Background: an optimization exercise with open tools, aiming at small area. Do not read the settings as production practice.
RTL that was checked went through simulation tests only; none was proved equivalent to the original.
Function not checked in run 7: the RTL went through the layout flow alone.
No run shown here takes its clock network from TritonCTS; it comes from the design's own scripts or RTL.
The clock port is modelled as an ideal driver, which makes a skipped or thinned clock tree look cheaper than it is; a real chip needs a root buffer or a tree.
Power is estimated from default activity; no workload was simulated.

**flow/design.v**
```verilog
`timescale 1ns/1ns
package wallace_mult_pkg;
  localparam logic [7:0] ADDR_OPERAND_A = 8'h00;
  localparam logic [7:0] ADDR_OPERAND_B = 8'h04;
  localparam logic [7:0] ADDR_CTRL      = 8'h08;
  localparam logic [7:0] ADDR_STATUS    = 8'h0C;
  localparam logic [7:0] ADDR_PRODUCT   = 8'h10;
endpackage
`timescale 1ns/1ns
`default_nettype none
module wallace_mult_apb (
  input  wire        clk,
  input  wire        rst_n,
  input  wire        psel,
  input  wire        penable,
  input  wire        pwrite,
  input  wire [7:0]  paddr,
  input  wire [31:0] pwdata,
  output wire [31:0] prdata,
  output wire        pready,
  output wire        pslverr
);
  logic [15:0] a_q, b_q;    
  logic [7:0]  ax, ay;      
  logic [7:0]  x, y;        
  logic [15:0] pl;          
  logic        bq;          
  logic [4:0]  cnt;         
  logic        busy, done;
  wire base   = (paddr[7:5] == 3'b000) & (paddr[1:0] == 2'b00);
  wire sel_a  = base & (paddr[4:2] == 3'd0);
  wire sel_b  = base & (paddr[4:2] == 3'd1);
  wire sel_c  = base & (paddr[4:2] == 3'd2);
  wire sel_s  = base & (paddr[4:2] == 3'd3);
  wire sel_p  = base & (paddr[4:2] == 3'd4);
  wire mapped = base & (~paddr[4] | (paddr[3:2] == 2'b00));
  wire wr    = psel & penable & pwrite;
  wire start = wr & sel_c & pwdata[0] & ~busy;
  assign pready  = ~(busy & ~pwrite & sel_p);
  assign pslverr = ~mapped;
  wire [31:0] p = {y, x, pl};
  wire rd_a = sel_a;
  wire rd_b = sel_b;
  wire rd_p = sel_p & done;
  assign prdata[31:16] = {16{rd_p}} & p[31:16];
  assign prdata[15:2]  = ({14{rd_a}} & a_q[15:2]) | ({14{rd_b}} & b_q[15:2]) |
                         ({14{rd_p}} & p[15:2]);
  assign prdata[1:0]   = ({2{rd_a}} & a_q[1:0]) | ({2{rd_b}} & b_q[1:0]) |
                         ({2{rd_p}} & p[1:0]) | ({2{sel_s}} & {done, busy});
  wire       ph  = cnt[0];
  wire       b   = ph ? bq : pl[0];
  wire [7:0] addend = ax & {8{b}};
  wire [8:0] c;
  wire [7:0] u;
  assign c[0] = ph & y[7];
  genvar i;
  generate
    for (i = 0; i < 8; i++) begin : g_add
      assign u[i]   = x[i] ^ addend[i] ^ c[i];
      assign c[i+1] = (x[i] & addend[i]) | (x[i] & c[i]) | (addend[i] & c[i]);
    end
  endgenerate
  wire        pl_ld = start;
  wire        pl_sh = ~start & busy & ~ph;
  wire        pl_hd = ~start & ~(busy & ~ph);
  wire [15:0] pl_d  = ({16{pl_ld}} & b_q) | ({16{pl_sh}} & {u[0], pl[15:1]}) |
                      ({16{pl_hd}} & pl);
  always_ff @(posedge clk) begin
    ax <= start ? a_q[7:0]  : ay;
    ay <= start ? a_q[15:8] : ax;
    if (start) begin
      x <= 8'h00;
      y <= 8'h00;
    end else if (busy) begin
      x <= {ph ? u[0] : y[7], y[6:0]};
      y <= {c[8], u[7:1]};
    end
    pl <= pl_d;
    bq  <= pl[0];
    cnt <= start ? 5'd0 : cnt + 5'd1;
  end
  always_ff @(posedge clk) begin
    if (!rst_n) begin
      a_q  <= 16'h0000;
      b_q  <= 16'h0000;
      busy <= 1'b0;
      done <= 1'b0;
    end else begin
      if (wr & sel_a) a_q <= pwdata[15:0];
      if (wr & sel_b) b_q <= pwdata[15:0];
      if (start) begin
        busy <= 1'b1;
        done <= 1'b0;
      end else if (busy & (cnt == 5'd31)) begin
        busy <= 1'b0;
        done <= 1'b1;
      end
    end
  end
endmodule
`default_nettype wire
```
**flow/flow/run.sh**
```bash
#!/bin/bash
# Own flow: the standard layout (standard.sh) with two changes:
#  - synthesis is the standard synthesis script, except that ABC maps the
#    logic with flow/abc_area.script (area-oriented) instead of ORFS's script;
#    registers, their names and cells are untouched (mapped before ABC runs)
#  - the port buffers are the smallest buffer cell (buf_1)
#  - clock tree: after CTS, flow/post_cts.tcl (POST_CTS hook) swaps the H-tree
#    for one clock buffer driving all registers (no register gets its own delay)
# Each step's full output goes to a log of its own here; ORFS's logs stay
# under orfs/logs.
set -euo pipefail
W=$PWD
export BUFFER_PORTS_ARGS="-buffer_cell sky130_fd_sc_hd__buf_1"
export CTS_ARGS="-sink_clustering_enable -repair_clock_nets -dont_use_dummy_load"
export POST_CTS_TCL="$W/flow/post_cts.tcl"
export CLK_ROOT_CELL=sky130_fd_sc_hd__clkbuf_16
export CLK_GROUPS=3

{
  echo 'proc abc {args} {'
  echo '  set i [lsearch -exact $args -script]'
  echo "  if {\$i >= 0} { lset args [expr {\$i + 1}] {$W/flow/abc_area.script} }"
  echo '  yosys abc {*}$args'
  echo '}'
  echo "source {$W/synth_recipe.tcl}"
} > "$W/own_synth.tcl"
sed -e "s#SYNTH_SCRIPT=[^ ]*#SYNTH_SCRIPT=$W/own_synth.tcl#" standard.sh > own_synth.sh
grep -q "SYNTH_SCRIPT=$W/own_synth.tcl" own_synth.sh

bash own_synth.sh synth > synth.log 2>&1
bash standard.sh finish > layout.log 2>&1
```
**flow/flow/abc_area.script**
```
strash
&get -n
&deepsyn -J 20
&put
strash
&get -n
&dch -f
&nf -R 1000
&put
```
**flow/flow/post_cts.tcl**
```tcl
# POST_CTS hook: replace the H-tree that clock_tree_synthesis built with a
# flat tree: CLK_GROUPS clock buffers (CLK_ROOT_CELL) on the clock port, each
# driving the registers of one placement cluster. The design has under 100
# registers, so a few buffers meet the clock-pin slew limit with less cell
# area than CTS's two-level tree.
set block [ord::get_db_block]
set db [ord::get_db]
set clk_net [$block findNet clk]
set root_master [$db findMaster $::env(CLK_ROOT_CELL)]

# Walk the tree from the clock port: buffers are the cells CTS inserted.
# (This file is sourced inside a proc, so the lists live in the global scope.)
set ::sinks {}
set ::tree_insts {}
set ::tree_nets {}
proc walk { net } {
  global sinks tree_insts tree_nets
  foreach it [$net getITerms] {
    if { [$it getIoType] != "INPUT" } { continue }
    set inst [$it getInst]
    set mname [[$inst getMaster] getName]
    if { [string match "sky130_fd_sc_hd__clkbuf_*" $mname] || [string match "sky130_fd_sc_hd__clkinv*" $mname] } {
      if { [lsearch -exact $tree_insts $inst] < 0 } {
        lappend tree_insts $inst
        foreach ot [$inst getITerms] {
          if { [$ot getIoType] == "OUTPUT" && [$ot getNet] != "NULL" } {
            lappend tree_nets [$ot getNet]
            walk [$ot getNet]
          }
        }
      }
    } else {
      lappend sinks $it
    }
  }
}
walk $clk_net
set sinks $::sinks
set tree_insts $::tree_insts
set tree_nets $::tree_nets
puts "post_cts: [llength $sinks] clock sinks, [llength $tree_insts] tree cells removed"

# Split the sinks into CLK_GROUPS groups of equal size by position (k-means
# with a size cap, from a deterministic start), one buffer per group at its
# centroid.
set k $::env(CLK_GROUPS)
set pts {}
foreach it $sinks {
  set box [[$it getInst] getBBox]
  lappend pts [list [expr { ([$box xMin] + [$box xMax]) / 2.0 }] [expr { ([$box yMin] + [$box yMax]) / 2.0 }]]
}
set n [llength $sinks]
# Start: sinks sorted by x+y, centers spread evenly along that order
set order [lsort -real -indices [lmap p $pts { expr { [lindex $p 0] + [lindex $p 1] } }]]
set centers {}
for { set g 0 } { $g < $k } { incr g } {
  lappend centers [lindex $pts [lindex $order [expr { int(($g + 0.5) * $n / $k) }]]]
}
# Capacitated k-means: each round assigns sinks to centers greedily by
# distance, at most ceil(n/k) per group, then moves each center to the mean.
set cap [expr { ($n + $k - 1) / $k }]
for { set round 0 } { $round < 30 } { incr round } {
  set pairs {}
  set i 0
  foreach p $pts {
    for { set g 0 } { $g < $k } { incr g } {
      set c [lindex $centers $g]
      lappend pairs [list [expr { abs([lindex $p 0] - [lindex $c 0]) + abs([lindex $p 1] - [lindex $c 1]) }] $i $g]
    }
    incr i
  }
  set pairs [lsort -real -index 0 $pairs]
  set assign [lrepeat $n -1]
  set fill [lrepeat $k 0]
  foreach pr $pairs {
    lassign $pr d i g
    if { [lindex $assign $i] >= 0 || [lindex $fill $g] >= $cap } { continue }
    lset assign $i $g
    lset fill $g [expr { [lindex $fill $g] + 1 }]
  }
  set newc {}
  for { set g 0 } { $g < $k } { incr g } {
    set sx 0.0; set sy 0.0; set m 0
    foreach p $pts a $assign {
      if { $a == $g } { set sx [expr { $sx + [lindex $p 0] }]; set sy [expr { $sy + [lindex $p 1] }]; incr m }
    }
    if { $m > 0 } { lappend newc [list [expr { $sx / $m }] [expr { $sy / $m }]] } else { lappend newc [lindex $centers $g] }
  }
  set centers $newc
}

foreach it $sinks { $it disconnect }
foreach inst $tree_insts { odb::dbInst_destroy $inst }
foreach net $tree_nets { odb::dbNet_destroy $net }

for { set g 0 } { $g < $k } { incr g } {
  set gnet [odb::dbNet_create $block clknet_g$g]
  $gnet setSigType CLOCK
  set buf [odb::dbInst_create $block $root_master clkbuf_g$g]
  foreach it [$buf getITerms] {
    set st [[$it getMTerm] getSigType]
    if { $st == "POWER" || $st == "GROUND" } { continue }
    if { [$it getIoType] == "OUTPUT" } { $it connect $gnet } elseif { [$it getIoType] == "INPUT" } { $it connect $clk_net }
  }
  set m 0
  foreach it $sinks a $assign {
    if { $a == $g } { $it connect $gnet; incr m }
  }
  set c [lindex $centers $g]
  $buf setLocation [expr { int([lindex $c 0]) }] [expr { int([lindex $c 1]) }]
  $buf setPlacementStatus PLACED
  puts "post_cts: group $g has $m sinks"
}

detailed_placement
check_placement -verbose
estimate_parasitics -placement
report_clock_skew
report_check_types -max_slew -max_capacitance -violators
```
**flow/standard.sh**
```bash
#!/bin/bash
# synth_recipe.tcl (not shown) runs the flow's synth.tcl, then flattens the netlist and writes it again
# the make line also repeats each setting of config.mk as NAME=value (left out here)
make -C /OpenROAD-flow-scripts/flow DESIGN_CONFIG=/design/flow/config.mk WORK_HOME=/design/flow/orfs CLKGATE_MAP_FILE= SYNTH_SCRIPT=/design/flow/synth_recipe.tcl "${@:-finish}"
```
**flow/config.mk**
```make
export PLATFORM = sky130hd
export DESIGN_NAME = wallace_mult_apb
export DESIGN_NICKNAME = wallace_mult_apb
export VERILOG_FILES = /design/flow/design.v
export SDC_FILE = /design/flow/constraint.sdc
export NUM_CORES = 4
export LEC_CHECK = 0
export CAP_MARGIN = 20
export CORE_MARGIN = 2
export CORE_UTILIZATION = 70
export PLACE_DENSITY = 0.8
export SLEW_MARGIN = 20
```
**flow/constraint.sdc**
```tcl
create_clock -name core_clock -period 5.0 [get_ports {clk}]
set_input_delay 1.0000 -clock core_clock [delete_from_list [all_inputs] [get_ports {clk}]]
set_output_delay 1.0000 -clock core_clock [all_outputs]
set_load 0.01 [all_outputs]
```
==> reports/results.tsv, run 1 <==
stage	metric	value	unit
outcome	outcome	complete, no violations	
synthesis	synth_fp_nets	369	
placed_design	pre_cts_ws	636	ps
placed_design	dp_hpwl	5190	µm
timing	max_freq	0.227	GHz
cts	clkTransAtPathRegs	110	ps
floorplan	coreArea	4690	µm²
worst_setup_path	r2r_start	cnt[0]	
timing	min_period	4410	ps
worst_setup_path	r2r-end	y[6]	
drt	met2_length	3990	µm
global_routing	first_global_vias	2722	
final_layout	fin_nets	448	
synthesis	syn_avg_cell_area	10.8	µm²
drt	routed_wl	7800	µm
synthesis	ys_types	27	
final_layout	regArea	1760	µm²
final_layout	diodes	0	
floorplan	die_x	73.7	µm
synthesis	syn_inst	314	
timing	hold_viol_final	0	
worst_setup_path	crit_path_start_kind	register	
global_routing	grt_pass1_wl	12600	µm
power	ir_worst_vdd	0.289	mV
synthesis	synth_area_leaders	dfxtp_1, a22o_1, mux2_1	
drt	wl_per_cell	17.5	µm
timing	tns	0	ps
worst_setup_path	criticalPathCategory	reg2reg	
synthesis	ys.flop_type	dfxtp_1	
floorplan	initial_core_util	72.5	%
drt	antenna_left	0	
drt	remaining_drc_errors	0	
final_layout	multi_input_area	1590	µm²
hold_path	min_path_type	reg2reg	
timing	slew_headroom	33.9	%
timing	finClkSkew	10.4	ps
hold_path	min_to	bq	
final_layout	n_fill_cell	298	
synthesis	post-synth-top-count-cell	dfxtp_1	
global_routing	grt_overflow	0	
drt	drt-met1-wl	3160	µm
power	p_leak	1.56	nW
cts	cts_num_sinks	88	
hold_path	worstHoldStart	pl[0]	
drt	vias	2827	
synthesis	netlist.area_leader.share	51.8	%
synthesis	synth-edff-count	0	
drt	wl_met3	560	µm
placed_design	gp_congestion	0.895	
synthesis	ys_ff_latch	88	
worst_setup_path	crit_fanout	8	
hold_path	hold_depth	0	
worst_setup_path	crit_arrival	4510	ps
synthesis	ys_seq_area_share	51.8	%
floorplan	dieArea	5430	µm²
floorplan	rows	25	
drt	drt_iter0_drc	228	
floorplan	die_h	73.7	µm
timing	final-setup-viol-count	0	
worst_setup_path	r2r_cells	13	
timing	rsz0062_at_grt	no	
global_routing	antenna_found_initial	0	
drt	highest_layer	met4	
placed_design	io_buffers	62	
final_layout	area_delta_synth_final	14.1	%
timing	fin_ws	588	ps
worst_setup_path	end_kind	register	
synthesis	async_reset_ff_share	0	%
final_layout	layout-drive-gt1-share	4.60	%
power	power-per-cell-area	272	nW/µm²
synthesis	ys_top_cells_by_count	dfxtp_1, a22o_1, nand2_1	
synthesis	synth_area	3400	µm²
drt	drt-vias-per-instance	6.35	
timing	worst_pin_slew	987	ps
worst_setup_path	cp.required	5100	ps
timing	finalMaxSlewViolations	0	
cts	clk_latency	170	ps
timing	fin_crit_sh	88.2	%
flow_run	max_cap_violations	0	
drt	drtPass1Iterations	6	
global_routing	grt_max_degree	31	
synthesis	yosys_warnings	1	
worst_setup_path	reg2reg_slack	590	ps
floorplan	ioPinCount	79	
synthesis	synth_top_area_cell	dfxtp_1	
global_routing	grt_usage	29.9	%
[critical path, cell delays in order, from the launching register on]
cell	delay, ps
dfxtp_1	480
mux2i_1	220
buf_4	170
nor2b_1	70
fa_1	410
fa_1	400
fa_1	400
fa_1	390
fa_1	400
fa_1	420
fa_1	380
clkinv_1	70
fa_1	390
o21ai_0	160
[flip-flops by register name (all words and copies together), names as in the netlist]
signal,flops
ay,8
busy,1
a_q,16
ax,8
done,1
bq,1
y,8
pl,16
x,8
b_q,16
cnt,5
[cell families after synthesis]
group / share of synthesized area, %
simple gates: 13.5
flops: 51.8
compound gates: 20.9
buf+inv: 1.99
mux: 5.89
fa+ha+maj: 5.44
xor+xnor: 0.515
[cell type report]
cell class / instances / share of cell area (%)
Multi-Input combinational cell: 208 / 40.9
Inverter: 18 / 1.74
Timing Repair Buffer: 74 / 8.32
Sequential cell: 88 / 45.4
Tap cell: 54 / 1.74
Buffer: 3 / 1.93
[layer usage]
layer	vias up	track usage (%)
li1	1324	-
met1	1364	37.0
met2	128	52.1
met3	11	5.90
met4	0	9.70
met5	-	0
[how the worst max path moves through the flow]
stage                     startpoint  slack (ps)    to
after floorplan               cnt[0]         720  y[6]
after global placement        cnt[0]         710  y[6]
after detailed placement      cnt[0]         640  y[6]
after global routing          cnt[0]         380  y[6]
final                         cnt[0]         590  y[6]
[cell usage in the layout, fill, tap and decap left out, types with 2 or more instances in the layout]
cell,Yosys,layout
nor2b_1,11,11
and2_0,17,17
nand4_1,2,2
a222oi_1,15,15
nor2_1,13,12
and3_1,2,2
a22o_1,45,45
buf_4,0,12
a21oi_1,2,2
nor3_1,3,2
nand2_1,39,39
dfxtp_1,88,88
buf_1,0,62
mux2i_1,2,2
a22oi_1,16,16
clkinv_1,18,18
mux2_1,16,16
fa_1,8,8
ha_1,2,2
nand3_1,2,2
o21ai_0,5,5
clkbuf_16,0,3
[power breakdown]
| part | internal (mW) | switching, mW | total (mW) | leakage (nW) |
|---|---|---|---|---|
| Clock | 0.112 | 0.179 | 0.291 | 0.0370 |
| Combinational | 0.0185 | 0.0213 | 0.0399 | 0.817 |
| Sequential | 0.716 | 0.00975 | 0.726 | 0.711 |
[through the flow]
step | utilization, % | cells | power (mW) | cell area (µm²) | hold WS (ps)
global route | 82.7 | 445 | 1.08 | 3880 | 405
floorplan | - | 314 | 0.760 | 3400 | 363
detailed placement | 81.0 | 442 | 0.782 | 3800 | 377
finish | 82.7 | 445 | 1.06 | 3880 | 399
global placement | 81.0 | 442 | 0.778 | 3800 | 371
==> run 2, diff against run 1 <==
--- a/flow/flow/post_cts.tcl
+++ b/flow/flow/post_cts.tcl
@@ -117,3 +117,8 @@
 estimate_parasitics -placement
 report_clock_skew
 report_check_types -max_slew -max_capacitance -violators
+
+# Area recovery: downsize cells that have timing slack to spare
+repair_timing -recover_power 100 -verbose
+detailed_placement
+check_placement -verbose
--- a/flow/config.mk
+++ b/flow/config.mk
@@ -5,8 +5,8 @@
 export SDC_FILE = /design/flow/constraint.sdc
 export NUM_CORES = 4
 export LEC_CHECK = 0
-export CAP_MARGIN = 20
+export CAP_MARGIN = 0
 export CORE_MARGIN = 2
 export CORE_UTILIZATION = 70
 export PLACE_DENSITY = 0.8
-export SLEW_MARGIN = 20
+export SLEW_MARGIN = 0
==> run 2 against run 1 <==
  * Setup slack worse by 220 ps
  * Synthesized area unchanged
  * Sequential power about the same
  * Global-route usage unchanged
  * Wire length down 0.28%
  * Utilization down 1.0 points
  * Die area unchanged
  * Synthesized cell count unchanged
  * Sequential share of layout area up 0.56 points
  * Critical path type unchanged
  * Largest cell class unchanged
  * Largest power group unchanged
  * Highest routed layer unchanged
==> reports/results.tsv, run 2 <==
stage	metric	value	unit	change
floorplan	rows	25		unchanged
floorplan	dieArea	5430	µm²	unchanged
flow_run	max_cap_violations	0		unchanged
timing	slew_headroom	25.6	%	-8.3 points
floorplan	initial_core_util	72.5	%	unchanged
synthesis	synth_fp_nets	369		unchanged
global_routing	grt_max_degree	31		unchanged
synthesis	ys_ff_latch	88		unchanged
final_layout	area_delta_synth_final	12.7	%	
floorplan	die_h	73.7	µm	unchanged
worst_setup_path	criticalPathCategory	reg2reg		
timing	max_freq	0.216	GHz	-4.7%
placed_design	dp_hpwl	5190	µm	unchanged
synthesis	synth-edff-count	0		unchanged
synthesis	ys.flop_type	dfxtp_1		
floorplan	coreArea	4690	µm²	unchanged
final_layout	final_common_cell	dfxtp_1		
synthesis	async_reset_ff_share	0	%	unchanged
final_layout	regArea	1760	µm²	unchanged
global_routing	grt_overflow	0		unchanged
drt	drt-vias-per-instance	6.32		-0.53%
drt	drtPass1Iterations	5		-1
placed_design	gp_congestion	0.895		unchanged
drt	vias	2812		-0.53%
timing	finalMaxSlewViolations	0		unchanged
worst_setup_path	crit_path_start_kind	register		
placed_design	dp_cells	442		unchanged
timing	rsz0062_at_grt	no		
cts	clkTransAtPathRegs	110	ps	about the same
timing	min_period	4630	ps	+218 ps
timing	tns	0	ps	unchanged
timing	hold_viol_final	0		unchanged
placed_design	io_buffers	62		unchanged
synthesis	post-synth-top-count-cell	dfxtp_1		
drt	antenna_left	0		unchanged
hold_path	worstHoldStart	pl[0]		
worst_setup_path	crit_fanout	8		unchanged
synthesis	syn_inst	314		unchanged
worst_setup_path	end_kind	register		
final_layout	biggestRegsByFlops	a_q (16), b_q (16), pl (16)		
synthesis	synth_area_leaders	dfxtp_1, a22o_1, mux2_1		
worst_setup_path	r2r_start	cnt[0]		
final_layout	final_cell_mix	dfxtp_1, buf_1, a22o_1, nand2_1, clkinv_1		
timing	finClkSkew	9.87	ps	-0.526 ps
floorplan	die_x	73.7	µm	unchanged
drt	drt_iter0_drc	230		+0.88%
cts	clk_latency	170	ps	about the same
synthesis	ys_top_cells_by_count	dfxtp_1, a22o_1, nand2_1		
global_routing	grt_pass1_wl	12600	µm	about the same
timing	worst_pin_slew	1110	ps	+124 ps
worst_setup_path	crit_start	cnt[0]		
final_layout	layout-drive-gt1-share	1.53	%	-3.1 points
power	p_leak	1.53	nW	-2.4%
final_layout	diodes	0		unchanged
power	power-per-cell-area	275	nW/µm²	+0.91%
cts	cts_num_sinks	88		unchanged
timing	fin_crit_sh	92.6	%	+4.4 points
synthesis	synth_top_area_cell	dfxtp_1		
final_layout	multi_input_area	1570	µm²	-0.87%
synthesis	syn_avg_cell_area	10.8	µm²	unchanged
synthesis	yosys_warnings	1		unchanged
synthesis	ys_types	27		unchanged
timing	worst_hold_slack	399	ps	+0.484 ps
final_layout	fin_nets	448		unchanged
global_routing	grt_usage	29.9	%	unchanged
drt	wl_per_cell	17.5	µm	-0.28%
power	ir_worst_vdd	0.289	mV	-0.20%
synthesis	synth_area	3400	µm²	unchanged
final_layout	n_fill_cell	309		+3.7%
global_routing	first_global_vias	2736		+0.51%
drt	remaining_drc_errors	0		unchanged
drt	routed_wl	7780	µm	-0.28%
worst_setup_path	crit_arrival	4730	ps	+220 ps
worst_setup_path	cp.required	5100	ps	about the same
outcome	outcome	complete, no violations		
final_layout	finalNonFillerCells	445		unchanged
floorplan	ioPinCount	79		unchanged
hold_path	min_path_type	reg2reg		
synthesis	netlist.area_leader.share	51.8	%	unchanged
timing	final-setup-viol-count	0		unchanged
synthesis	ys_seq_area_share	51.8	%	unchanged
global_routing	antenna_found_initial	0		unchanged
==> run 2: cell counts after synthesis <==
Identical to the previous run, type by type.
==> run 2: worst max-delay path, cell delays in order (launching register included) <==
cell,delay [ps]
dfxtp_1,480
mux2i_1,220
clkbuf_1,310
nor2b_1,120
fa_1,430
fa_1,400
fa_1,390
fa_1,400
fa_1,400
fa_1,410
fa_1,380
clkinv_1,70
fa_1,390
o21ai_0,170
==> run 2: kinds of logic after synthesis <==
group           count (synthesis)  share of synthesized area (%)
mux                            18                           5.89
flops                          88                           51.8
xor+xnor                        2                          0.515
simple gates                   94                           13.5
buf+inv                        18                           1.99
fa+ha+maj                      10                           5.44
compound gates                 84                           20.9
==> run 2: final timing paths <==
path                             end  slack [ps]  depth (start not counted)
worst max-delay path            y[6]         370                         13
worst min-delay path              bq         400                          0
worst max register to register  y[6]         370                         13
worst min register to register    bq         400                          0
==> run 2: layout make-up <==
cell class | instances | share of cell area (%)
sequential | 88 | 46.0
multi-input combinational | 208 | 41.0
timing repair buffer | 74 | 7.54
buffer | 3 | 1.96
inverter | 18 | 1.76
tap | 54 | 1.76
==> run 2: through the flow <==
step	setup slack (ps)	utilization [%]	power, mW	instance area (µm²)
detailed placement	636	81.0	0.782	3800
global placement	713	81.0	0.778	3800
floorplan	716	-	0.760	3400
finish	370	81.7	1.05	3830
global route	178	81.7	1.08	3830
==> run 2: per-layer routing <==
layer | global-route usage [%] | vias to the layer above | share of wire (%)
met2 | 52.1 | 109 | 50
li1 | - | 1323 | -
met3 | 5.90 | 15 | 6.2
met5 | 0 | - | 0
met4 | 9.90 | 0 | 1.4
met1 | 36.9 | 1365 | 42
==> run 2: where the power goes <==
group          switching, mW  internal, mW
Combinational         0.0209        0.0178
Sequential           0.00970         0.716
Clock                  0.177         0.112
==> run 3, diff against run 2 <==
--- a/flow/config.mk
+++ b/flow/config.mk
@@ -8,5 +8,6 @@
 export CAP_MARGIN = 0
 export CORE_MARGIN = 2
 export CORE_UTILIZATION = 70
+export GPL_TIMING_DRIVEN = 0
 export PLACE_DENSITY = 0.8
 export SLEW_MARGIN = 0
==> run 3 against run 2 <==
  * Wire length decreased by 2.0%
  * Combinational power decreased by 1%
  * Power decreased by 0.86%
  * Fmax decreased by 2.8%
  * First-iteration DRC count increased by 14%
==> reports/results.tsv, run 3 <==
stage	metric	value	unit	change
outcome	outcome	complete, no violations		
synthesis	synth_area	3400	µm²	unchanged
worst_setup_path	cp.required	5090	ps	about the same
hold_path	worstHoldStart	pl[0]		
synthesis	netlist.area_leader.share	51.8	%	unchanged
synthesis	synth-edff-count	0		unchanged
floorplan	coreArea	4690	µm²	unchanged
power	power-per-cell-area	275	nW/µm²	about the same
timing	rsz0062_at_grt	no		
worst_setup_path	r2r_start	cnt[0]		
worst_setup_path	cpPeakStageDelay	570	ps	+90 ps
worst_setup_path	slowest_stage	mux2i_1		
timing	max_freq	0.210	GHz	-2.8%
worst_setup_path	critical_path.top_delay_family	adder cells		
power	total_power	1.04	mW	-0.86%
final_layout	layout-drive-gt1-share	1.57	%	+0.040 points
timing	fin_crit_sh	95.3	%	+2.7 points
final_layout	biggestRegsByFlops	a_q (16), b_q (16), pl (16)		
flow_run	max_cap_violations	0		unchanged
timing	finClkSkew	6.40	ps	-3.47 ps
power	p_sw	0.200	mW	-3.9%
timing	final-setup-viol-count	0		unchanged
synthesis	syn_avg_cell_area	10.8	µm²	unchanged
global_routing	antenna_found_initial	0		unchanged
synthesis	synth_fp_nets	369		unchanged
worst_setup_path	crit_arrival	4860	ps	+130 ps
floorplan	ioPinCount	79		unchanged
hold_path	min_path_type	reg2reg		
power	p_leak	1.51	nW	-1.3%
global_routing	grt_max_degree	42		+35%
timing	tns	0	ps	unchanged
final_layout	design_area	3800	µm²	-0.88%
synthesis	syn_inst	314		unchanged
synthesis	post-synth-top-count-cell	dfxtp_1		
placed_design	gp_congestion	0.890		-0.47%
floorplan	initial_core_util	72.5	%	unchanged
cts	clkTransAtPathRegs	110	ps	about the same
drt	drt_iter0_drc	262		+14%
synthesis	async_reset_ff_share	0	%	unchanged
drt	drtPass1Iterations	5		unchanged
final_layout	final_cell_mix	dfxtp_1, buf_1, a22o_1, nand2_1, clkinv_1		
synthesis	ys.flop_type	dfxtp_1		
synthesis	yosys_warnings	1		unchanged
drt	routed_wl	7620	µm	-2.0%
final_layout	fin_nets	438		-2.2%
timing	slew_headroom	7.26	%	-18 points
final_layout	final_common_cell	dfxtp_1		
synthesis	ys_top_cells_by_count	dfxtp_1, a22o_1, nand2_1		
synthesis	synth_top_area_cell	dfxtp_1		
drt	remaining_drc_errors	0		unchanged
global_routing	first_global_vias	2571		-6.0%
power	clock_power_share	26.9	%	-0.5 points
placed_design	io_buffers	62		unchanged
drt	antenna_left	0		unchanged
power	p_int	0.845	mW	-0.11%
worst_setup_path	worstPathCellList	mux2i_1 > nor2b_1 > fa_1 > fa_1 > fa_1 > fa_1 > fa_1 > fa_1 > fa_1 > clkinv_1 > fa_1 > o21ai_0		
power	seqPwrFrac	69.4	%	+0.5 points
cts	clk_latency	170	ps	about the same
timing	hold_viol_final	0		unchanged
power	ir_worst_vdd	0.261	mV	-9.5%
final_layout	diodes	0		unchanged
worst_setup_path	crit_fanout	8		unchanged
worst_setup_path	cp_common_cell	fa_1		
timing	min_period	4770	ps	+135 ps
drt	drt-vias-per-instance	6.32		about the same
power	swShare	19.1	%	-0.61 points
synthesis	ys_types	27		unchanged
timing	finalMaxSlewViolations	0		unchanged
cts	cts_num_sinks	88		unchanged
final_layout	area_delta_synth_final	11.7	%	
floorplan	rows	25		unchanged
floorplan	die_x	73.7	µm	unchanged
global_routing	grt_pass1_wl	12300	µm	-2.2%
floorplan	dieArea	5430	µm²	unchanged
worst_setup_path	criticalPathCategory	reg2reg		
worst_setup_path	end_kind	register		
floorplan	die_h	73.7	µm	unchanged
placed_design	dp_hpwl	5100	µm	-1.8%
worst_setup_path	crit_start	cnt[0]		
synthesis	ys_ff_latch	88		unchanged
placed_design	place_area	3740	µm²	-1.7%
synthesis	ys_seq_area_share	51.8	%	unchanged
drt	vias	2750		-2.2%
global_routing	grt_usage	29.2	%	-0.63 points
power	power_frac_comb	3.7	%	about the same
worst_setup_path	crit_path_start_kind	register		
synthesis	synth_area_leaders	dfxtp_1, a22o_1, mux2_1		
global_routing	grt_overflow	0		unchanged
worst_setup_path	crit_buf_inv	1		-1
drt	wl_per_cell	17.5	µm	+0.22%
timing	worst_pin_slew	1390	ps	+277 ps
==> run 3: cell counts after synthesis <==
Identical to the previous run, type by type.
==> run 3: per-layer routing <==
metal,wire length (µm),GRT usage [%],vias to the layer above
met5,0,0,-
met4,126,9.49,0
met3,499,4.12,15
met2,3780,49.3,122
met1,3210,38.7,1311
li1,-,-,1302
==> run 3: final cells by class <==
| cell class | instances | area, µm² |
|---|---|---|
| sequential | 88 | 1760 |
| multi-input combinational | 208 | 1580 |
| fill | 322 | 893 |
| timing repair buffer | 64 | 248 |
| buffer | 3 | 75.1 |
| inverter | 18 | 67.6 |
| tap | 54 | 67.6 |
==> run 3: logic make-up after synthesis <==
kind of cell    after synthesis  share of synthesized area (%)
xor+xnor                      2                          0.515
flops                        88                           51.8
compound gates               84                           20.9
mux                          18                           5.89
fa+ha+maj                    10                           5.44
buf+inv                      18                           1.99
simple gates                 94                           13.5
==> run 3: power groups by stage <==
stage,logic [mW],clock network [mW],registers [mW]
finish,0.0382,0.281,0.725
global route,0.0424,0.305,0.728
detailed placement,0.0381,0,0.742
global placement,0.0353,0,0.741
floorplan,0.0206,0,0.739
==> run 3: worst paths after layout <==
path / end / slack, ps / cells after the start
min: bq / 400 / 0
max reg2reg: y[6] / 230 / 12
min reg2reg: bq / 400 / 0
max: y[6] / 230 / 12
==> run 3: metrics by stage <==
step	hold WS, ps	std cells	setup slack, ps	utilization (%)
floorplan	363	314	716	-
global placement	373	430	-871	78.9
detailed placement	374	432	325	79.6
global route	410	435	3.11	81.0
finish	400	435	235	81.0
==> run 4, diff against run 3 <==
--- a/flow/flow/run.sh
+++ b/flow/flow/run.sh
@@ -21,6 +21,9 @@
   echo '  set i [lsearch -exact $args -script]'
   echo "  if {\$i >= 0} { lset args [expr {\$i + 1}] {$W/flow/abc_area.script} }"
   echo '  yosys abc {*}$args'
+  echo "  yosys techmap -map {$W/flow/mux2map.v}"
+  echo '  yosys opt_merge -share_all t:sky130_fd_sc_hd__inv_1'
+  echo '  yosys opt_clean -purge'
   echo '}'
   echo "source {$W/synth_recipe.tcl}"
 } > "$W/own_synth.tcl"
==> flow/flow/mux2map.v (new file) <==
// mux2_1 (11.26 um2) as a22o_1 (8.76 um2) plus an inverter on the select,
// which opt_merge then shares among all muxes on the same select
module sky130_fd_sc_hd__mux2_1 (input A0, input A1, input S, output X);
  wire sn;
  sky130_fd_sc_hd__inv_1 inv (.A(S), .Y(sn));
  sky130_fd_sc_hd__a22o_1 ao (.A1(S), .A2(A1), .B1(sn), .B2(A0), .X(X));
endmodule
==> run 4 against run 3 <==
  * Still clean on timing, DRC and antenna
  * Critical path depth did not move
  * Wire length up 5.9%
  * Synthesized cell count is 0.32% higher
  * Critical endpoint unchanged
  * Largest power group unchanged
==> reports/results.tsv, run 4 <==
stage	metric	value	unit	change
outcome	outcome	complete, no violations		
worst_setup_path	r2r_cells	12		unchanged
timing	worst_pin_slew	1400	ps	+14.3 ps
timing	worst_hold_slack	418	ps	+18.3 ps
power	swShare	19.1	%	-0.071 points
placed_design	gp_congestion	0.859		-3.6%
synthesis	netlist.area_leader.share	52.4	%	+0.56 points
synthesis	synth_area	3360	µm²	-1.1%
hold_path	worstHoldStart	pl[0]		
final_layout	final_common_cell	dfxtp_1		
timing	slew_headroom	6.15	%	-1.1 points
drt	routed_wl	8060	µm	+5.9%
worst_setup_path	r2r_start	cnt[0]		
timing	min_period	4660	ps	-106 ps
global_routing	grt_overflow	0		unchanged
synthesis	syn_inst	315		+0.32%
cts	clkTransAtPathRegs	100	ps	about the same
power	clock_power_share	26.7	%	-0.2 points
worst_setup_path	cp.required	5100	ps	about the same
final_layout	post-route-util	80.4	%	-0.53 points
synthesis	synth_fp_nets	370		+0.27%
placed_design	io_buffers	62		unchanged
power	p_sw	0.199	mW	-0.46%
final_layout	diodes	0		unchanged
synthesis	synth_area_leaders	dfxtp_1, a22o_1, fa_1		
final_layout	regArea	1760	µm²	unchanged
placed_design	place_area	3700	µm²	-0.97%
flow_run	max_cap_violations	0		unchanged
drt	vias	2840		+3.3%
synthesis	ys_ff_latch	88		unchanged
power	power-per-cell-area	277	nW/µm²	+0.57%
drt	drtPass1Iterations	7		+2
worst_setup_path	r2r-end	y[6]		
worst_setup_path	crit_path_start_kind	register		
final_layout	n_fill_cell	303		-5.9%
worst_setup_path	end_kind	register		
drt	drt_iter0_drc	278		+6.1%
synthesis	synth-edff-count	0		unchanged
worst_setup_path	crit_fanout	8		unchanged
power	power_frac_comb	3.8	%	about the same
global_routing	first_global_vias	2651		+3.1%
global_routing	grt_max_degree	43		+2.4%
synthesis	ys_types	27		unchanged
synthesis	syn_avg_cell_area	10.7	µm²	-1.4%
floorplan	dieArea	5380	µm²	-1.0%
final_layout	fin_nets	439		+0.23%
drt	remaining_drc_errors	0		unchanged
global_routing	antenna_found_initial	0		unchanged
global_routing	grt_pass1_wl	13000	µm	+5.7%
power	p_int	0.845	mW	about the same
floorplan	die_h	73.3	µm	-0.50%
synthesis	ys.flop_type	dfxtp_1		
synthesis	synth_top_area_cell	dfxtp_1		
global_routing	grt_usage	31.4	%	+2.2 points
floorplan	die_x	73.3	µm	-0.50%
final_layout	area_delta_synth_final	12.2	%	
worst_setup_path	reg2reg_slack	340	ps	+110 ps
timing	finClkSkew	5.54	ps	-0.851 ps
timing	hold_viol_final	0		unchanged
synthesis	ys_seq_area_share	52.4	%	+0.56 points
hold_path	min_to	bq		
final_layout	layout-drive-gt1-share	2.09	%	+0.52 points
placed_design	dp_hpwl	5390	µm	+5.8%
final_layout	multi_input_area	1540	µm²	-2.3%
timing	finalMaxSlewViolations	0		unchanged
floorplan	initial_core_util	71.7	%	-0.77 points
placed_design	dp_cells	433		+0.23%
final_layout	biggestRegsByFlops	a_q (16), b_q (16), pl (16)		
final_layout	design_area	3770	µm²	-0.66%
drt	wl_per_cell	18.5	µm	+5.6%
cts	clk_latency	160	ps	about the same
worst_setup_path	crit_arrival	4760	ps	-100 ps
timing	rsz0062_at_grt	no		
worst_setup_path	criticalPathCategory	reg2reg		
timing	fin_crit_sh	93.2	%	-2.1 points
final_layout	finalNonFillerCells	436		+0.23%
synthesis	yosys_warnings	1		unchanged
synthesis	post-synth-top-count-cell	dfxtp_1		
synthesis	async_reset_ff_share	0	%	unchanged
hold_path	min_path_type	reg2reg		
power	p_leak	1.46	nW	-3.2%
floorplan	coreArea	4690	µm²	unchanged
timing	max_freq	0.215	GHz	+2.3%
power	ir_worst_vdd	0.230	mV	-12%
synthesis	ys_top_cells_by_count	dfxtp_1, a22o_1, nand2_1		
timing	final-setup-viol-count	0		unchanged
floorplan	ioPinCount	79		unchanged
floorplan	rows	25		unchanged
drt	antenna_left	0		unchanged
power	seqPwrFrac	69.5	%	about the same
final_layout	final_cell_mix	dfxtp_1, buf_1, a22o_1, nand2_1, clkinv_1		
cts	cts_num_sinks	88		unchanged
hold_path	hold_depth	0		unchanged
drt	drt-vias-per-instance	6.51		+3.0%
-- run 4: cell count changes in the layout (fill, tap and decap cells not counted) --
cell      previous run  this run
mux2i_1              2         1
mux2_1              16         0
buf_6                1         2
a22o_1              45        61
mux2i_2              0         1
inv_1                0         1
clkbuf_1             1         0
-- run 4: through the flow --
step           worst slack [ps]  power [mW]  setup TNS [ps]
6_report                    341        1.04               0
5_1_grt                     149        1.07               0
3_5_place_dp                278       0.780               0
3_3_place_gp               -905       0.776          -16280
2_1_floorplan               716       0.760               0
-- run 4: logic make-up (layout without fill, tap and decap cells) --
logic type / after synthesis / after routing / share of synthesized area (%)
and+or+nand+nor: 94 / 94 / 13.6
xor gates and xnor gates: 2 / 2 / 0.521
buffers and inverters: 19 / 86 / 2.12
adders and majority gates: 10 / 10 / 5.50
DFF: 88 / 88 / 52.4
AOI/OAI and AO/OA: 100 / 100 / 25.3
muxes: 2 / 2 / 0.595
-- run 4: power groups by stage --
stage / Clock [mW] / Sequential [mW] / Combinational [mW]
floorplan: 0 / 0.739 / 0.0206
global placement: 0 / 0.741 / 0.0354
detailed placement: 0 / 0.742 / 0.0387
global route: 0.300 / 0.728 / 0.0440
finish: 0.279 / 0.725 / 0.0395
-- run 4: layer usage --
metal	share of wire, %	GRT usage, %	up-vias
met1	41	41.1	1356
met2	49	54.0	152
met4	1.6	9.49	0
met5	0	0	-
met3	7.9	4.66	13
li1	-	-	1319
-- run 4: cell type report --
cell class                      count  share of cell area, %
Buffer                              3                   1.99
Inverter                           19                   1.89
Tap cell                           54                   1.79
Multi-Input combinational cell    208                   40.9
Sequential cell                    88                   46.7
Timing Repair Buffer               64                   6.76
-- run 4: how the worst max path moves through the flow --
stage	start	endpoint	slack, ps	cells after the start
global route	cnt[0]	y[6]	150	12
floorplan	cnt[0]	y[6]	720	12
detailed placement	cnt[0]	y[6]	280	12
global placement	paddr[7]	a_q[13]	-900	8
finish	cnt[0]	y[6]	340	12
-- run 4: critical path, stage by stage, from the launching register on --
cell and delay (ps):
dfxtp_1 500, mux2i_2 480, nor2b_1 130, fa_1 440
fa_1 400, fa_1 440, fa_1 410, fa_1 400
fa_1 410, fa_1 370, clkinv_1 70, fa_1 390
o21ai_0 140
==> run 5, diff against run 4 <==
--- a/flow/flow/run.sh
+++ b/flow/flow/run.sh
@@ -1,13 +1,15 @@
 #!/bin/bash
-# Own flow: the standard layout (standard.sh) with two changes:
-#  - synthesis is the standard synthesis script, except that ABC maps the
-#    logic with flow/abc_area.script (area-oriented) instead of ORFS's script;
-#    registers, their names and cells are untouched (mapped before ABC runs)
-#  - the port buffers are the smallest buffer cell (buf_1)
-#  - clock tree: after CTS, flow/post_cts.tcl (POST_CTS hook) swaps the H-tree
-#    for one clock buffer driving all registers (no register gets its own delay)
-# Each step's full output goes to a log of its own here; ORFS's logs stay
-# under orfs/logs.
+# Own flow: the standard layout (standard.sh), with these changes:
+#  - synthesis: the standard synthesis script, except that ABC maps the
+#    logic with flow/abc_area.script (area-oriented) instead of ORFS's script,
+#    and then each mux2_1 becomes an a22o_1 with one shared select inverter
+#    (flow/mux2map.v). Registers, their names and cells are untouched: they
+#    are mapped before ABC runs.
+#  - port buffers are the smallest buffer cell (buf_1).
+#  - clock: after CTS, flow/post_cts.tcl (POST_CTS hook) replaces the H-tree
+#    with CLK_GROUPS clock buffers on the clock port, one per equal-size
+#    placement cluster of registers (all registers see the same buffer depth),
+#    then downsizes cells that have slack (repair_timing -recover_power).
 set -euo pipefail
 W=$PWD
 export BUFFER_PORTS_ARGS="-buffer_cell sky130_fd_sc_hd__buf_1"
==> run 5 against run 4 <==
  * Still clean
  * First-iteration DRC count did not move
  * Sequential share of layout area did not move
  * Flip-flop and latch count did not move
  * Critical path depth did not move
  * Sequential power barely moved
  * Setup slack did not move
  * Combinational power barely moved
  * Via count did not move
  * Register-to-register slack barely moved
  * Wire length did not move
  * Design area did not move
  * Power did not move
==> reports/results.tsv, run 5 <==
stage	metric	value	unit	change
cts	cts_num_sinks	88		unchanged
drt	antenna_left	0		unchanged
final_layout	final_common_cell	dfxtp_1		
placed_design	gp_congestion	0.859		unchanged
power	clock_power_share	26.7	%	about the same
synthesis	yosys_warnings	1		unchanged
floorplan	ioPinCount	79		unchanged
worst_setup_path	crit_fanout	8		unchanged
worst_setup_path	r2r-end	y[6]		
global_routing	antenna_found_initial	0		unchanged
drt	drtPass1Iterations	7		unchanged
timing	final-setup-viol-count	0		unchanged
synthesis	ys_types	27		unchanged
global_routing	grt_overflow	0		unchanged
synthesis	synth_area_leaders	dfxtp_1, a22o_1, fa_1		
outcome	outcome	complete, no violations		
final_layout	diodes	0		unchanged
timing	fin_crit_sh	93.2	%	unchanged
placed_design	dp_hpwl	5390	µm	unchanged
power	ir_worst_vdd	0.230	mV	unchanged
final_layout	n_fill_cell	303		unchanged
synthesis	synth_top_area_cell	dfxtp_1		
timing	finClkSkew	5.54	ps	unchanged
power	total_power	1.04	mW	unchanged
synthesis	ys_top_cells_by_count	dfxtp_1, a22o_1, nand2_1		
timing	worst_hold_slack	418	ps	unchanged
synthesis	synth_area	3360	µm²	unchanged
global_routing	grt_usage	31.4	%	unchanged
worst_setup_path	crit_path_start_kind	register		
cts	clk_latency	160	ps	about the same
synthesis	netlist.area_leader.share	52.4	%	unchanged
worst_setup_path	reg2reg_slack	340	ps	about the same
timing	rsz0062_at_grt	no		
worst_setup_path	endpoint	y[6]		
synthesis	async_reset_ff_share	0	%	unchanged
worst_setup_path	cp.required	5100	ps	about the same
final_layout	multi_input_area	1540	µm²	unchanged
timing	max_freq	0.215	GHz	unchanged
drt	routed_wl	8060	µm	unchanged
final_layout	area_delta_synth_final	12.2	%	unchanged
final_layout	layout-drive-gt1-share	2.09	%	unchanged
timing	slew_headroom	6.15	%	unchanged
final_layout	final_cell_mix	dfxtp_1, buf_1, a22o_1, nand2_1, clkinv_1		
drt	wl_per_cell	18.5	µm	unchanged
hold_path	min_path_type	reg2reg		
worst_setup_path	crit_arrival	4760	ps	about the same
drt	drt_iter0_drc	278		unchanged
floorplan	initial_core_util	71.7	%	unchanged
global_routing	grt_max_degree	43		unchanged
timing	min_period	4660	ps	unchanged
worst_setup_path	criticalPathCategory	reg2reg		
final_layout	fin_nets	439		unchanged
floorplan	die_h	73.3	µm	unchanged
flow_run	max_cap_violations	0		unchanged
synthesis	post-synth-top-count-cell	dfxtp_1		
timing	fin_ws	341	ps	unchanged
worst_setup_path	r2r_start	cnt[0]		
floorplan	coreArea	4690	µm²	unchanged
global_routing	grt_pass1_wl	13000	µm	unchanged
worst_setup_path	r2r_cells	12		unchanged
power	p_leak	1.46	nW	unchanged
timing	worst_pin_slew	1400	ps	unchanged
synthesis	syn_avg_cell_area	10.7	µm²	unchanged
placed_design	pre_cts_ws	278	ps	unchanged
power	power-per-cell-area	277	nW/µm²	unchanged
synthesis	syn_inst	315		unchanged
worst_setup_path	crit_start	cnt[0]		
power	seqPwrFrac	69.5	%	about the same
synthesis	ys_ff_latch	88		unchanged
power	power_frac_comb	3.8	%	about the same
timing	hold_viol_final	0		unchanged
floorplan	die_x	73.3	µm	unchanged
timing	finalMaxSlewViolations	0		unchanged
drt	vias	2840		unchanged
synthesis	ys.flop_type	dfxtp_1		
global_routing	first_global_vias	2651		unchanged
power	swShare	19.1	%	unchanged
power	p_sw	0.199	mW	unchanged
floorplan	rows	25		unchanged
cts	clkTransAtPathRegs	100	ps	about the same
final_layout	regArea	1760	µm²	unchanged
final_layout	post-route-util	80.4	%	unchanged
floorplan	dieArea	5380	µm²	unchanged
synthesis	synth_fp_nets	370		unchanged
power	p_int	0.845	mW	unchanged
synthesis	synth-edff-count	0		unchanged
worst_setup_path	end_kind	register		
drt	drt-vias-per-instance	6.51		unchanged
final_layout	biggestRegsByFlops	a_q (16), b_q (16), pl (16)		
drt	remaining_drc_errors	0		unchanged
synthesis	ys_seq_area_share	52.4	%	unchanged
placed_design	io_buffers	62		unchanged
==> run 5: cell counts in the layout (fill, tap and decap cells not counted) <==
No cell type changed its count.
==> run 5: stage by stage <==
stage               std cells  area (µm²)  TNS [ps]
floorplan                 315        3360         0
global placement          431        3660    -16280
detailed placement        433        3700         0
global route              436        3770         0
finish                    436        3770         0
==> run 5: worst max-delay path: stages (launching register included) <==
cell	delay [ps]
dfxtp_1	500
mux2i_2	480
nor2b_1	130
fa_1	440
fa_1	400
fa_1	440
fa_1	410
fa_1	400
fa_1	410
fa_1	370
clkinv_1	70
fa_1	390
o21ai_0	140
==> run 5: cell type report <==
type	instances	area share (%)
plain buffers	3	1.99
inverters	19	1.89
multi-input cells	208	40.9
flip-flops and latches	88	46.7
well taps	54	1.79
repair buffers	64	6.76
==> run 5: worst min path at each step <==
stage          start  endpoint  slack [ps]  cells after the start
2_1_floorplan  pl[0]        bq         360                      0
5_1_grt        pl[0]        bq         420                      0
3_5_place_dp   pl[0]        bq         390                      0
3_3_place_gp   pl[0]        bq         370                      0
6_report       pl[0]        bq         420                      0
==> run 5: kinds of logic (layout without fill, tap and decap cells) <==
logic type | Yosys count | after routing | share of synthesized area [%]
buffers and inverters | 19 | 86 | 2.12
AOI/OAI and AO/OA | 100 | 100 | 25.3
adders and majority gates | 10 | 10 | 5.50
xor gates and xnor gates | 2 | 2 | 0.521
DFF | 88 | 88 | 52.4
and+or+nand+nor | 94 | 94 | 13.6
muxes | 2 | 2 | 0.595
==> run 5: power groups by stage <==
stage / combinational, mW / sequential [mW] / clock (mW)
after floorplan: 0.0206 / 0.739 / 0
after global routing: 0.0440 / 0.728 / 0.300
after global placement: 0.0354 / 0.741 / 0
final: 0.0395 / 0.725 / 0.279
after detailed placement: 0.0387 / 0.742 / 0
==> run 5: metal layers <==
metal | up-vias | part of all wire (%) | GRT usage (%)
met5 | - | 0 | 0
met4 | 0 | 1.6 | 9.49
met3 | 13 | 7.9 | 4.66
met2 | 152 | 49 | 54.0
met1 | 1356 | 41 | 41.1
li1 | 1319 | - | -
==> run 6, diff against run 5 <==
--- a/flow/design.v
+++ b/flow/design.v
@@ -24,7 +24,7 @@
   logic [7:0]  ax, ay;      
   logic [7:0]  x, y;        
   logic [15:0] pl;          
-  logic        bq;          
+  logic        s0;          
   logic [4:0]  cnt;         
   logic        busy, done;
   wire base   = (paddr[7:5] == 3'b000) & (paddr[1:0] == 2'b00);
@@ -48,7 +48,7 @@
   assign prdata[1:0]   = ({2{rd_a}} & a_q[1:0]) | ({2{rd_b}} & b_q[1:0]) |
                          ({2{rd_p}} & p[1:0]) | ({2{sel_s}} & {done, busy});
   wire       ph  = cnt[0];
-  wire       b   = ph ? bq : pl[0];
+  wire       b   = pl[0];
   wire [7:0] addend = ax & {8{b}};
   wire [8:0] c;
   wire [7:0] u;
@@ -61,9 +61,9 @@
     end
   endgenerate
   wire        pl_ld = start;
-  wire        pl_sh = ~start & busy & ~ph;
-  wire        pl_hd = ~start & ~(busy & ~ph);
-  wire [15:0] pl_d  = ({16{pl_ld}} & b_q) | ({16{pl_sh}} & {u[0], pl[15:1]}) |
+  wire        pl_sh = ~start & busy & ph;
+  wire        pl_hd = ~start & ~(busy & ph);
+  wire [15:0] pl_d  = ({16{pl_ld}} & b_q) | ({16{pl_sh}} & {s0, pl[15:1]}) |
                       ({16{pl_hd}} & pl);
   always_ff @(posedge clk) begin
     ax <= start ? a_q[7:0]  : ay;
@@ -76,7 +76,7 @@
       y <= {c[8], u[7:1]};
     end
     pl <= pl_d;
-    bq  <= pl[0];
+    s0  <= u[0];
     cnt <= start ? 5'd0 : cnt + 5'd1;
   end
   always_ff @(posedge clk) begin
==> run 6 against run 5 <==
  * Power increased by 0.88%
  * Utilization decreased by 0.16 points
  * Clock skew increased by 3.5 ps
  * Fmax increased by 12%
  * Register-to-register slack improved by 600 ps
  * Design area decreased by 0.86%
  * Synthesized cell count decreased by 0.95%
  * Clock power increased by 4%
==> reports/results.tsv, run 6 <==
stage	metric	value	unit	change
worst_setup_path	crit_arrival	3160	ps	-1600 ps
timing	final-setup-viol-count	0		unchanged
final_layout	post-route-util	80.3	%	-0.16 points
power	power-per-cell-area	281	nW/µm²	+1.8%
final_layout	diodes	0		unchanged
floorplan	die_x	73.2	µm	-0.13%
timing	max_freq	0.240	GHz	+12%
hold_path	hold_depth	1		+1
timing	tns	0	ps	unchanged
synthesis	ys_types	26		-3.7%
power	p_leak	1.48	nW	+1.1%
power	ir_worst_vdd	0.256	mV	+11%
worst_setup_path	end_kind	primary output		
synthesis	synth_area	3360	µm²	-0.26%
hold_path	worstHoldStart	ay[3]		
hold_path	min_to	ax[3]		
worst_setup_path	crit_fanout	32		+24
synthesis	netlist.area_leader.share	52.5	%	+0.14 points
floorplan	initial_core_util	72.0	%	+0.29 points
hold_path	min_path_type	reg2reg		
timing	fin_crit_sh	83.2	%	-10 points
final_layout	biggestRegsByFlops	a_q (16), b_q (16), pl (16)		
global_routing	grt_usage	29.7	%	-1.7 points
final_layout	final_cell_mix	dfxtp_1, a22o_1, buf_1, nand2_1, and2_0		
global_routing	first_global_vias	2568		-3.1%
outcome	outcome	complete, no violations		
timing	worst_hold_slack	453	ps	+34.6 ps
power	seqPwrFrac	69.0	%	-0.5 points
drt	remaining_drc_errors	0		unchanged
timing	finClkSkew	9.09	ps	+3.54 ps
placed_design	io_buffers	62		unchanged
floorplan	dieArea	5360	µm²	-0.26%
placed_design	dp_hpwl	5100	µm	-5.4%
timing	fin_ws	838	ps	+498 ps
final_layout	area_delta_synth_final	11.5	%	
synthesis	ys.flop_type	dfxtp_1		
final_layout	n_fill_cell	324		+6.9%
drt	wl_per_cell	18.1	µm	-2.4%
worst_setup_path	r2r_cells	11		-1
worst_setup_path	r2r-end	y[6]		
floorplan	ioPinCount	79		unchanged
worst_setup_path	reg2reg_slack	940	ps	+600 ps
floorplan	die_h	73.2	µm	-0.13%
final_layout	finalNonFillerCells	433		-0.69%
floorplan	coreArea	4660	µm²	-0.67%
timing	slew_headroom	11.1	%	+4.9 points
cts	clk_latency	170	ps	about the same
drt	antenna_left	0		unchanged
power	power_frac_comb	3.6	%	-0.2 points
power	p_int	0.846	mW	+0.17%
synthesis	async_reset_ff_share	0	%	unchanged
synthesis	synth_area_leaders	dfxtp_1, a22o_1, fa_1		
drt	drt-vias-per-instance	6.37		-2.2%
power	clock_power_share	27.5	%	+0.8 points
power	swShare	19.6	%	+0.57 points
drt	vias	2758		-2.9%
synthesis	yosys_warnings	1		unchanged
synthesis	syn_avg_cell_area	10.8	µm²	+0.70%
placed_design	pre_cts_ws	825	ps	+546 ps
cts	cts_num_sinks	88		unchanged
worst_setup_path	criticalPathCategory	in2out		
timing	worst_pin_slew	1330	ps	-71.1 ps
timing	min_period	4160	ps	-498 ps
global_routing	antenna_found_initial	0		unchanged
drt	drt_iter0_drc	222		-20%
synthesis	ys_ff_latch	88		unchanged
cts	clkTransAtPathRegs	110	ps	about the same
timing	rsz0062_at_grt	no		
global_routing	grt_overflow	0		unchanged
global_routing	grt_max_degree	43		unchanged
drt	drtPass1Iterations	5		-2
synthesis	ys_top_cells_by_count	dfxtp_1, a22o_1, nand2_1		
final_layout	final_common_cell	dfxtp_1		
synthesis	synth-edff-count	0		unchanged
timing	hold_viol_final	0		unchanged
floorplan	rows	25		unchanged
synthesis	ys_seq_area_share	52.5	%	+0.14 points
final_layout	layout-drive-gt1-share	1.32	%	-0.77 points
synthesis	syn_inst	312		-0.95%
placed_design	gp_congestion	0.797		-7.2%
global_routing	grt_pass1_wl	12200	µm	-5.8%
synthesis	synth_fp_nets	367		-0.81%
worst_setup_path	cp.required	4000	ps	-1100 ps
worst_setup_path	crit_path_start_kind	primary input		
synthesis	synth_top_area_cell	dfxtp_1		
worst_setup_path	r2r_start	pl[0]		
synthesis	post-synth-top-count-cell	dfxtp_1		
power	p_sw	0.207	mW	+3.9%
drt	routed_wl	7820	µm	-3.1%
flow_run	max_cap_violations	0		unchanged
final_layout	fin_nets	436		-0.68%
timing	finalMaxSlewViolations	0		unchanged
placed_design	dp_cells	429		-0.92%
run 6: cell count changes after synthesis, sizes merged, moves of 2 or more:
cell | previous run | this run
nand4 | 2 | 0
nor2 | 13 | 11
and3 | 2 | 6
and2 | 17 | 25
nor2b | 11 | 5
run 6: power groups by stage:
| stage | combinational [mW] | sequential, mW | clock (mW) |
|---|---|---|---|
| finish | 0.0376 | 0.726 | 0.289 |
| global route | 0.0426 | 0.727 | 0.311 |
| global placement | 0.0352 | 0.742 | 0 |
| detailed placement | 0.0370 | 0.742 | 0 |
| floorplan | 0.0206 | 0.740 | 0 |
run 6: cell families after synthesis:
logic type                 count (synthesis)  share of synthesized area [%]
DFF                                       88                           52.5
buffers and inverters                     18                           2.01
xor gates and xnor gates                   2                          0.522
muxes                                      1                          0.298
and+or+nand+nor                           92                           13.6
AOI/OAI and AO/OA                        101                           25.5
adders and majority gates                 10                           5.52
run 6: how the worst max path moves through the flow:
stage          depth (start not counted)  slack (ps)    endpoint  startpoint
3_5_place_dp                           9         820     b_q[14]    paddr[7]
2_1_floorplan                          5        1110   prdata[2]    paddr[7]
5_1_grt                                8         650  prdata[15]    paddr[7]
6_report                               8         840  prdata[15]    paddr[7]
3_3_place_gp                           7        -200   prdata[7]    paddr[7]
run 6: layout make-up:
| type | count | area, µm² | area share [%] |
|---|---|---|---|
| plain buffers | 3 | 75.1 | 2.01 |
| repair buffers | 64 | 241 | 6.45 |
| inverters | 18 | 67.6 | 1.81 |
| well taps | 54 | 67.6 | 1.81 |
| multi-input cells | 206 | 1530 | 40.8 |
| flip-flops and latches | 88 | 1760 | 47.1 |
run 6: worst max-delay path, cell delays in order:
cell,delay (ps)
buf_1,70
nor3_1,170
nand2_1,110
nor3_1,270
and3_1,960
a222oi_1,320
clkinv_1,100
buf_1,150
run 6: metrics by stage:
step	total power, mW	instance area [µm²]
after floorplan	0.761	3360
after global placement	0.777	3660
after detailed placement	0.779	3670
after global routing	1.08	3740
final	1.05	3740
run 6: layer usage:
| layer | up-vias | share of wire (%) | wire length [µm] | GRT usage (%) |
|---|---|---|---|---|
| li1 | 1314 | - | - | - |
| met1 | 1319 | 43 | 3350 | 40.1 |
| met3 | 3 | 6.6 | 513 | 5.25 |
| met4 | 0 | 0.51 | 40 | 8.02 |
| met5 | - | 0 | 0 | 0 |
| met2 | 122 | 50 | 3920 | 49.3 |
==> run 7, diff against run 6 <==
--- a/flow/design.v
+++ b/flow/design.v
@@ -21,11 +21,11 @@
   output wire        pslverr
 );
   logic [15:0] a_q, b_q;    
-  logic [7:0]  ax, ay;      
-  logic [7:0]  x, y;        
-  logic [15:0] pl;          
-  logic        s0;          
-  logic [4:0]  cnt;         
+  logic [3:0]  a0, a1, a2, a3;   
+  logic [3:0]  x, q1, q2, q3;   
+  logic [15:0] pl;              
+  logic        s0;              
+  logic [5:0]  cnt;             
   logic        busy, done;
   wire base   = (paddr[7:5] == 3'b000) & (paddr[1:0] == 2'b00);
   wire sel_a  = base & (paddr[4:2] == 3'd0);
@@ -38,7 +38,7 @@
   wire start = wr & sel_c & pwdata[0] & ~busy;
   assign pready  = ~(busy & ~pwrite & sel_p);
   assign pslverr = ~mapped;
-  wire [31:0] p = {y, x, pl};
+  wire [31:0] p = {q3, q2, q1, x, pl};
   wire rd_a = sel_a;
   wire rd_b = sel_b;
   wire rd_p = sel_p & done;
@@ -47,37 +47,45 @@
                          ({14{rd_p}} & p[15:2]);
   assign prdata[1:0]   = ({2{rd_a}} & a_q[1:0]) | ({2{rd_b}} & b_q[1:0]) |
                          ({2{rd_p}} & p[1:0]) | ({2{sel_s}} & {done, busy});
-  wire       ph  = cnt[0];
-  wire       b   = pl[0];
-  wire [7:0] addend = ax & {8{b}};
-  wire [8:0] c;
-  wire [7:0] u;
-  assign c[0] = ph & y[7];
+  wire [1:0] cyc   = cnt[1:0];
+  wire       first = (cyc == 2'd0);
+  wire       last  = (cyc == 2'd3);
+  wire       b     = pl[0];
+  wire [3:0] addend = a0 & {4{b}};
+  wire [4:0] c;
+  wire [3:0] u;
+  assign c[0] = ~first & q3[3];
   genvar i;
   generate
-    for (i = 0; i < 8; i++) begin : g_add
+    for (i = 0; i < 4; i++) begin : g_add
       assign u[i]   = x[i] ^ addend[i] ^ c[i];
       assign c[i+1] = (x[i] & addend[i]) | (x[i] & c[i]) | (addend[i] & c[i]);
     end
   endgenerate
   wire        pl_ld = start;
-  wire        pl_sh = ~start & busy & ph;
-  wire        pl_hd = ~start & ~(busy & ph);
+  wire        pl_sh = ~start & busy & last;
+  wire        pl_hd = ~start & ~(busy & last);
   wire [15:0] pl_d  = ({16{pl_ld}} & b_q) | ({16{pl_sh}} & {s0, pl[15:1]}) |
                       ({16{pl_hd}} & pl);
   always_ff @(posedge clk) begin
-    ax <= start ? a_q[7:0]  : ay;
-    ay <= start ? a_q[15:8] : ax;
+    a0 <= start ? a_q[3:0]   : a1;
+    a1 <= start ? a_q[7:4]   : a2;
+    a2 <= start ? a_q[11:8]  : a3;
+    a3 <= start ? a_q[15:12] : a0;
     if (start) begin
-      x <= 8'h00;
-      y <= 8'h00;
+      x  <= 4'h0;
+      q1 <= 4'h0;
+      q2 <= 4'h0;
+      q3 <= 4'h0;
     end else if (busy) begin
-      x <= {ph ? u[0] : y[7], y[6:0]};
-      y <= {c[8], u[7:1]};
+      x  <= q1;
+      q1 <= q2;
+      q2 <= {first ? q3[3] : u[0], q3[2:0]};
+      q3 <= {c[4], u[3:1]};
     end
     pl <= pl_d;
-    s0  <= u[0];
-    cnt <= start ? 5'd0 : cnt + 5'd1;
+    if (first) s0 <= u[0];
+    cnt <= start ? 6'd0 : cnt + 6'd1;
   end
   always_ff @(posedge clk) begin
     if (!rst_n) begin
@@ -91,7 +99,7 @@
       if (start) begin
         busy <= 1'b1;
         done <= 1'b0;
-      end else if (busy & (cnt == 5'd31)) begin
+      end else if (busy & (cnt == 6'd63)) begin
         busy <= 1'b0;
         done <= 1'b1;
       end
==> run 7 against run 6 <==
  * Setup slack lost 83 ps
  * Still clean
  * Fmax fell by 2.0%
  * Synthesized cell count is 0.96% higher
  * Hold slack worse by 9.4 ps
  * Power up 3.0%
  * Flip-flop and latch count increased by 1
  * Clock skew about the same
  * Design area shrank 0.94%
==> reports/results.tsv, run 7 <==
stage	metric	value	unit	change
timing	worst_hold_slack	444	ps	-9.39 ps
worst_setup_path	slowest_stage	nor2_1		
synthesis	ys_seq_area_share	54.0	%	+1.5 points
global_routing	grt_usage	30.0	%	+0.27 points
worst_setup_path	critical_path.top_delay_family	simple AND/OR/NAND/NOR gates		
placed_design	gp_congestion	0.834		+4.7%
drt	remaining_drc_errors	0		unchanged
global_routing	first_global_vias	2518		-1.9%
synthesis	synth_top_area_cell	dfxtp_1		
cts	cts_num_sinks	89		+1.1%
floorplan	die_h	72.9	µm	-0.51%
global_routing	grt_overflow	0		unchanged
synthesis	synth_fa_ha_area_share	3.17	%	-2.4 points
worst_setup_path	criticalPathCategory	in2reg		
hold_path	worstHoldStart	a2[1]		
global_routing	antenna_found_initial	0		unchanged
drt	drtPass1Iterations	5		unchanged
outcome	outcome	complete, no violations		
floorplan	initial_core_util	71.2	%	-0.78 points
worst_setup_path	crit_buf_inv	1		-2
worst_setup_path	r2r-end	pl[3]		
worst_setup_path	crit_fanout	17		-47%
power	p_leak	1.41	nW	-4.7%
drt	highest_layer	met4		
final_layout	area_delta_synth_final	11.6	%	
timing	final-setup-viol-count	0		unchanged
worst_setup_path	cpPeakStageDelay	1000	ps	+40 ps
synthesis	synth_fp_nets	366		-0.27%
final_layout	diodes	0		unchanged
worst_setup_path	worstPathCellList	buf_1 > nor3_1 > nand2_1 > nor2_1 > nand2_1 > nor2_1 > and3_1 > nor2b_1 > a22o_1		
drt	drt-met1-wl	3370	µm	+0.75%
timing	finalMaxSlewViolations	0		unchanged
drt	routed_wl	7770	µm	-0.68%
synthesis	synth_area	3320	µm²	-1.1%
placed_design	io_buffers	62		unchanged
power	power-per-cell-area	293	nW/µm²	+4.0%
cts	clk_latency	170	ps	about the same
timing	slew_headroom	7.97	%	-3.1 points
power	ir_worst_vdd	0.231	mV	-9.6%
placed_design	dp_hpwl	5060	µm	-0.75%
final_layout	final_common_cell	dfxtp_1		
drt	vias	2776		+0.65%
synthesis	ys_ff_latch	89		+1.1%
worst_setup_path	r2r_cells	5		-6
worst_setup_path	crit_path_start_kind	primary input		
final_layout	fin_nets	434		-0.46%
synthesis	muxShareOfSynthArea	0	%	-0.30 points
drt	met2_length	3650	µm	-6.9%
drt	wl_per_cell	17.9	µm	-1.1%
floorplan	coreArea	4660	µm²	unchanged
synthesis	async_reset_ff_share	0	%	unchanged
synthesis	netlist.area_leader.share	53.1	%	+0.57 points
worst_setup_path	reg2reg_slack	2220	ps	+1280 ps
timing	fin_crit_sh	84.9	%	+1.7 points
timing	min_period	4240	ps	+83.0 ps
synthesis	ys_types	29		+12%
hold_path	min_path_type	reg2reg		
global_routing	grt_pass1_wl	12400	µm	+1.4%
synthesis	synth_compound_area_share	26.4	%	+0.88 points
power	total_power	1.08	mW	+3.0%
synthesis	synthSimpleGateAreaFrac	13.6	%	-0.040 points
cts	clkTransAtPathRegs	110	ps	about the same
drt	drt-vias-per-instance	6.38		+0.19%
synthesis	synth-edff-count	1		+1
final_layout	final_cell_mix	dfxtp_1, buf_1, a22o_1, nand2_1, clkinv_1		
timing	worst_pin_slew	1380	ps	+46.1 ps
drt	wl_met3	687	µm	+34%
worst_setup_path	cp.required	5060	ps	+1060 ps
drt	antenna_left	0		unchanged
synthesis	syn_inst	315		+0.96%
synthesis	ys.flop_type	dfxtp_1		
drt	drt_iter0_drc	333		+50%
timing	max_freq	0.236	GHz	-2.0%
synthesis	synth_top_family_by_area	compound AO/OA/AOI/OAI gates		
final_layout	layout-drive-gt1-share	1.31	%	-0.0069 points
synthesis	post-synth-top-count-cell	dfxtp_1		
floorplan	die_x	72.9	µm	-0.51%
worst_setup_path	end_kind	register		
worst_setup_path	r2r_start	busy		
flow_run	max_cap_violations	0		unchanged
global_routing	grt_max_degree	43		unchanged
hold_path	min_to	a1[1]		
final_layout	biggestRegsByFlops	a_q (16), b_q (16), pl (16)		
floorplan	ioPinCount	79		unchanged
hold_path	hold_depth	1		unchanged
final_layout	n_fill_cell	342		+5.6%
synthesis	synth-xor-area-share	0.264	%	-0.26 points
synthesis	syn_avg_cell_area	10.5	µm²	-2.0%
floorplan	rows	25		unchanged
floorplan	dieArea	5310	µm²	-1.0%
synthesis	yosys_warnings	1		unchanged
worst_setup_path	crit_arrival	4310	ps	+1150 ps
synthesis	synth_area_leaders	dfxtp_1, a22o_1, nand2_1		
timing	hold_viol_final	0		unchanged
synthesis	ys_top_cells_by_count	dfxtp_1, a22o_1, nand2_1		
timing	finClkSkew	8.84	ps	-0.242 ps
timing	rsz0062_at_grt	no		
run 7: cells by family (layout without fill, tap and decap cells):
| logic type | after synthesis | after routing |
|---|---|---|
| AO/OA/AOI/OAI | 104 | 104 |
| AND/OR/NAND/NOR | 92 | 92 |
| flip-flops | 89 | 89 |
| buffers and inverters | 23 | 89 |
| adder cells (fa/ha/maj) | 6 | 6 |
| XOR/XNOR | 1 | 1 |
run 7: how the worst max path moves through the flow:
stage	from	endpoint	slack [ps]	cells after the start
after floorplan	paddr[7]	prdata[12]	1120	5
after global placement	paddr[7]	prdata[1]	-120	7
after detailed placement	paddr[7]	prdata[1]	760	8
after global routing	paddr[7]	prdata[1]	470	8
final	paddr[7]	b_q[10]	760	9
run 7: per-stage QoR:
step | cell area [µm²] | worst slack [ps] | setup TNS, ps | cells | utilization [%]
after global routing | 3710 | 472 | 0 | 435 | 79.5
final | 3710 | 755 | 0 | 435 | 79.5
after detailed placement | 3640 | 758 | 0 | 432 | 78.1
after global placement | 3620 | -118 | -384 | 431 | 77.7
after floorplan | 3320 | 1120 | 0 | 315 | -
run 7: routing by layer:
layer | GRT usage (%) | vias up
li1 | - | 1315
met1 | 42.3 | 1322
met2 | 47.4 | 133
met3 | 6.35 | 6
met4 | 7.61 | 0
met5 | 0 | -
run 7: area by class of cell:
class,count,area [µm²],area share [%]
buffer,3,75.1,2.03
multi-input combinational,203,1450,39.1
timing repair buffer,63,236,6.38
inverter,23,86.3,2.33
sequential,89,1790,48.3
tap,54,67.6,1.82
run 7: worst reg2reg max path, cell delays in order, from the launching register on:
cell and delay (ps):
dfxtp_1 740, nor4bb_1 150, and3_2 530, nor2_1 1070
nand2_1 130, nand2_1 100
run 7: power by group:
group	switching, mW	total (mW)	internal (mW)
combinational	0.0266	0.0492	0.0226
sequential	0.0200	0.751	0.731
clock	0.173	0.284	0.111

Re-timed with assumed drivers on the ports (clkbuf_16 on the clock, buf_2 on other inputs), run 7 has 0.739 ns of setup slack against 0.755 ns with ideal ports, and 0.569 ns once port delays also move by the mid clock arrival of 0.225 ns.
